What follows belongs to an exercise in optimizing a design on an open flow for small area and a short achievable clock period; a production flow would make more cautious choices.
No functional check of the RTL was part of this run.
Power figures rest on the tool's default switching activity, not on a simulated workload.

<file path="design/flow/design.v">
module stream_minhash_sketcher #(
  parameter int unsigned SKETCH_SIZE         = 16,
  parameter int unsigned H1_WIDTH            = 32,
  parameter int unsigned H2_WIDTH            = 32,
  parameter int unsigned LOG2_NUM_OF_BUCKETS = 8,
  parameter int unsigned DEDUP               = 1,
  parameter int unsigned CNT_WIDTH           = 16
) (
  input  logic                                       clk,
  input  logic                                       reset_n,
  input  logic                                       in_valid,
  output logic                                       in_ready,
  input  logic [H1_WIDTH-1:0]                        in_h1,
  input  logic [H2_WIDTH-1:0]                        in_h2,
  input  logic                                       in_last,
  output logic                                       sketch_valid,
  input  logic                                       sketch_ready,
  output logic [SKETCH_SIZE*LOG2_NUM_OF_BUCKETS-1:0] sketch_bucket,
  output logic [SKETCH_SIZE*H1_WIDTH-1:0]            sketch_h1,
  output logic [$clog2(SKETCH_SIZE+1)-1:0]           sketch_count,
  output logic [CNT_WIDTH-1:0]                       kmer_count
);
  localparam int unsigned S  = SKETCH_SIZE;
  localparam int unsigned W  = H1_WIDTH;
  localparam int unsigned L  = LOG2_NUM_OF_BUCKETS;
  localparam int unsigned CW = $clog2(SKETCH_SIZE + 1);
  logic           started, done_q;
  logic           accept, clear;
  logic [W-1:0]   h1_q  [S];
  logic [L-1:0]   bkt_q [S];
  logic [S-1:0]   v_q;
  logic [W-1:0]   nx_h1;
  logic [L-1:0]   nx_bkt;
  logic           nx_v;
  logic [S-1:0]   lt, gt, eq, sel_new, sel_sh;
  logic           dup;
  logic [CNT_WIDTH-1:0] kmer_q;
  always_ff @(posedge clk or negedge reset_n) begin
    if (!reset_n) started <= 1'b0;
    else          started <= 1'b1;
  end
  always_ff @(posedge clk or negedge reset_n) begin
    if (!reset_n)                     done_q <= 1'b0;
    else if (done_q)                  done_q <= !sketch_ready;
    else if (in_valid && started)     done_q <= in_last;
  end
  assign in_ready     = started & ~done_q;
  assign sketch_valid = done_q;
  assign accept       = in_valid & started & ~done_q;
  assign clear        = (done_q & sketch_ready) | ~started;
  assign nx_h1  = clear ? '1 : in_h1;
  assign nx_bkt = clear ? '0 : in_h2[L-1:0];
  assign nx_v   = ~clear;
  always_comb begin
    for (int unsigned i = 0; i < S; i++) begin
      lt[i] = v_q[i] & (h1_q[i] < in_h1);
      gt[i] = ~v_q[i] | (h1_q[i] > in_h1);
      eq[i] = v_q[i] & (h1_q[i] == in_h1);
    end
    dup = |eq;
    for (int unsigned i = 0; i < S; i++) begin
      if (i == 0) begin
        sel_new[i] = clear | (accept & gt[0]);
        sel_sh[i]  = 1'b0;
      end else begin
        sel_new[i] = clear | (accept & lt[i-1] & gt[i]);
        sel_sh[i]  = accept & ~dup & gt[i-1];
      end
    end
  end
  always_ff @(posedge clk) begin
    for (int unsigned i = 0; i < S; i++) begin
      if (sel_new[i]) begin
        h1_q[i]  <= nx_h1;
        bkt_q[i] <= nx_bkt;
        v_q[i]   <= nx_v;
      end else if (sel_sh[i]) begin
        h1_q[i]  <= h1_q[i-1];
        bkt_q[i] <= bkt_q[i-1];
        v_q[i]   <= v_q[i-1];
      end
    end
  end
  always_ff @(posedge clk) begin
    if (clear)                        kmer_q <= '0;
    else if (accept && kmer_q != '1)  kmer_q <= kmer_q + 1'b1;
  end
  always_comb begin
    sketch_count = '0;
    for (int unsigned i = 0; i < S; i++)
      if (v_q[i]) sketch_count = CW'(i + 1);
  end
  for (genvar g = 0; g < S; g++) begin : g_pack
    assign sketch_h1[g*W +: W]  = h1_q[g];
    assign sketch_bucket[g*L +: L] = bkt_q[g];
  end
  assign kmer_count = kmer_q;
endmodule
</file>
<file path="design/flow/run.sh">
#!/bin/bash
# synth_recipe.tcl (not shown) runs the flow's synth.tcl, then flattens the netlist and writes it again
# the make line also repeats each setting of config.mk as NAME=value (left out here)
make -C /OpenROAD-flow-scripts/flow DESIGN_CONFIG=/design/flow/config.mk WORK_HOME=/design/flow/orfs CLKGATE_MAP_FILE= SYNTH_SCRIPT=/design/flow/synth_recipe.tcl finish
</file>
<file path="design/flow/config.mk">
export PLATFORM = sky130hd
export DESIGN_NAME = stream_minhash_sketcher
export DESIGN_NICKNAME = stream_minhash_sketcher
export VERILOG_FILES = /design/flow/design.v
export SDC_FILE = /design/flow/constraint.sdc
export NUM_CORES = 4
export LEC_CHECK = 0
export CAP_MARGIN = 20
export CORE_MARGIN = 2
export CORE_UTILIZATION = 40
export SLEW_MARGIN = 20
</file>
<file path="design/flow/constraint.sdc">
create_clock -name core_clock -period 5.0 [get_ports {clk}]
set_input_delay 1.0000 -clock core_clock [delete_from_list [all_inputs] [get_ports {clk}]]
set_output_delay 1.0000 -clock core_clock [all_outputs]
set_load 0.01 [all_outputs]
</file>
==> run notes <==
==> worst paths after layout <==
check	cells after the start	start	endpoint
min reg2reg	2	kmer_q[12]	kmer_q[12]
max	16	in_h1[29]	h1_q[8][29]
max reg2reg	11	h1_q[1][14]	h1_q[1][7]
min in group core_clock	2	kmer_q[12]	kmer_q[12]
max in group asynchronous	1	reset_n	done_q
min	1	reset_n	started
==> cells in the mapped netlist, drive strengths merged (6+ instances only) <==
library cell,n
a2111oi,8
a211oi,23
a21o,54
a21oi,303
a31oi,11
and3,17
and4,8
buf,79
clkbuf,88
dfxtp,16
edfxtp,656
ha,513
inv,109
mux2i,482
nand2,202
nand2b,7
nand3,66
nand3b,6
nand4,127
nand4b,9
nor2,630
nor2b,44
nor3,67
nor4,23
o211ai,27
o21ai,81
o21bai,8
xnor2,6
xor2,7
==> registers in the layout, indices dropped and copies added, names as in the netlist <==
name and cells:
done_q 1, bkt_q 128, h1_q 512, kmer_q 16, started 1, v_q 16
==> metal layers <==
metal  share of wire (%)  GRT usage (%)  vias up  wire length (um)
met5               0.016              0        -                26
met4                 3.9           11.3        4              6410
met3                 7.6           5.35      267             12400
met2                  46           48.0     1367             75500
met1                  43           40.2    17176             69800
li1                    -              -    15851                 -
==> metrics by stage <==
stage	setup TNS [ns]	setup WS (ns)
2_1_floorplan	-25.83	-0.0798
3_3_place_gp	-8.94	-0.0935
3_5_place_dp	-14.54	-0.127
4_1_cts	0	0.549
5_1_grt	0	0.331
6_report	0	0.474
==> where the power goes <==
part / switching, mW / internal [mW] / total, mW
Combinational: 1.53 / 1.10 / 2.63
Clock: 2.52 / 3.25 / 5.77
Sequential: 0.248 / 6.54 / 6.79
Total: 4.30 / 10.9 / 15.2
==> kinds of logic after synthesis <==
group | Yosys count | share of synthesized area, %
mux | 482 | 11.6
other cells | 1 | 0.00899
compound gates | 549 | 7.92
buf+inv | 276 | 3.29
xor+xnor | 13 | 0.273
fa+ha+maj | 513 | 15.4
simple gates | 1228 | 13.4
flops | 674 | 48.1
==> final cells by class <==
type,instances,area share [%]
multi-input cells,2786,36.9
flip-flops and latches,674,36.2
repair buffers,1024,18.5
clock buffers,105,3.98
well taps,1380,3.12
inverters,109,0.845
clock inverters,36,0.499
diodes,2,0.00904
==> results.tsv <==
stage	metric	value	unit
outcome	status	complete, no violations	
layout	most frequent cells in the layout	clkdlybuf4s50_1 (707), edfxtp_1 (656), nor2_1 (628)	
layout	share of cells above drive strength 1	10.4	%
layout	Core Util, Final	53.5	%
yosys	sequential element share of the synthesized area	48.1	%
pwr	power density over cell area	274	nW/um2
clocking	setup bufs post-CTS	0	
yosys	syn_nets	4318	
clocking	H-tree depth	3	
clocking	Reg clk slew, reported paths	0.05	ns
yosys	yosys warns	4	
place	Placed Area	52900	um2
route	wire length per cell	26.9	um
yosys	Top FF cell, synth	edfxtp_1	
critical_path	Critical Path Sink Type	flip-flop	
critical_path	worst-path maximum fanout	21	
global_route	gr usage total	29.9	%
route	via count	34665	
clocking	CTS tree	built	
timing	RSZ-0062 raised after global routing	no	
critical_path	r2r setup slk	1.05	ns
clocking	CTS Hold Bufs	0	
route	total wire length	164000	um
clocking	worst-skew pair later-pin latency	0.67	ns
yosys	Async SR Flop Fraction	0.297	%
global_route	initial antenna violation count	7	
critical_path	CP Class	in -> reg	
timing	post-layout min period	4.53	ns
route	post-DR vias/cell	5.67	
die	core box area	103000	um2
timing	Setup Skew	0.0299	ns
yosys	mapped cell area	41700	um2
clocking	Root Buffer	clkbuf_16	
yosys	number of flops mapped to enable cells by yosys	656	
critical_path	Worst path slowest cell	clkdlybuf4s50_1	
clocking	CTS Buf Count	82	
layout	most common cell after layout, fill and taps aside	clkdlybuf4s50_1	
die	Die X-Extent	327	um
route	Final ANT Viol Nets	0	
die	FP Rows	118	
timing	final hold viol count	0	
die	Die ar.	107000	um2
yosys	Mapped Cells	3736	
timing	fin. max-slew vios	0	
layout	area of the multi-input gates	20400	um2
place	DPL Wire Length	130000	um
global_route	total gr overflow	0	
clocking	worst-case clock buffer depth	3	
place	number of port buffers	707	
layout	NumNets Final	5259	
pwr	peak supply drop	0.252	mV
yosys	Synth Area per Inst	11.2	um2
pwr	Static Leakage	22.4	nW
layout	fin cells	6116	
timing	Tcrit/Tclk final	90.5	%
pwr	total power	15.2	mW
layout	Area growth syn-to-layout	32.8	%
timing	actual slew at the worst max-slew pin	1.12	ns
place	placed cell count	5973	
critical_path	CP Buf/Inv Count	7	
layout	Fillers	9167	
layout	Register Area	20100	um2
critical_path	CP Data Arrival Time	4.88	ns
layout	design area	55400	um2
yosys	Netlist cell types	74	
route	Iter 0 DRT Violations	2901	
route	first drt pass iteration count	5	
critical_path	most frequent cell on the critical path	buf_4	
clocking	cts repair resizes	0	
die	Starting Density	40.3	%
timing	setup violators final	0	
critical_path	Worst Path Required	5.35	ns
critical_path	crit-path max cell delay	0.65	ns
yosys	synth top area cells	edfxtp_1 (47%), ha_1 (15%), mux2i_1 (12%)	
timing	worst rel slew slack	25.4	%
timing	Hold WS	0.496	ns
yosys	Yosys top cell area share	47.2	%
critical_path	CP delay by family, top	buffers and inverters	
worst_hold_path	HP Class	in -> async	
global_route	pin count of the biggest net entering global routing	148	
place	gpl congestion	0.943	
clocking	Clock Sinks	674	
global_route	global-route wire length before repair	234000	um
yosys	post-synth top area cell	edfxtp_1	
critical_path	CP startpoint kind	primary input	
global_route	vias in the first global route	33764	
timing	f_max	221	MHz
job	Max Cap Viol	0	
die	number of I/O pins	732	
yosys	Yosys reg bits	674	
route	drt drc	0	
critical_path	critical path cell sequence	clkdlybuf4s50_1, clkinvlp_4, buf_4, ha_1, nand4_1, nor4_1, buf_4, a31oi_1, buf_4, nand3_1, a21oi_1, nand2_1, buf_4, or3b_2, nand3_2, buf_12	
die	Die H	327	um

-- port drivers added, routing unchanged --
Ports are ideal in the flow. The routed layout listed here was re-timed in OpenROAD. Step 1 assumes that a clkbuf_16 drives the clock port and a buf_2 every other input. Step 2 also shifts input and output timing later by t, the mid clock arrival at the registers, as if the neighbouring blocks saw the same clock. Three values: ideal, step 1, step 2; two values: the first two.
t (ns): 0.733
setup slack, ns: 0.474 / 0.439 / -0.235
worst setup path at the end: input to register
slew at the worst register clock pin (ns): 0.06 / 0.06
cell pins on the clock port's net: 1
With both steps, setup timing fails in this run, where it was met with ideal ports. For this run, drivers alone change the setup slack by -0.035 ns; drivers and shift together by -0.709 ns.
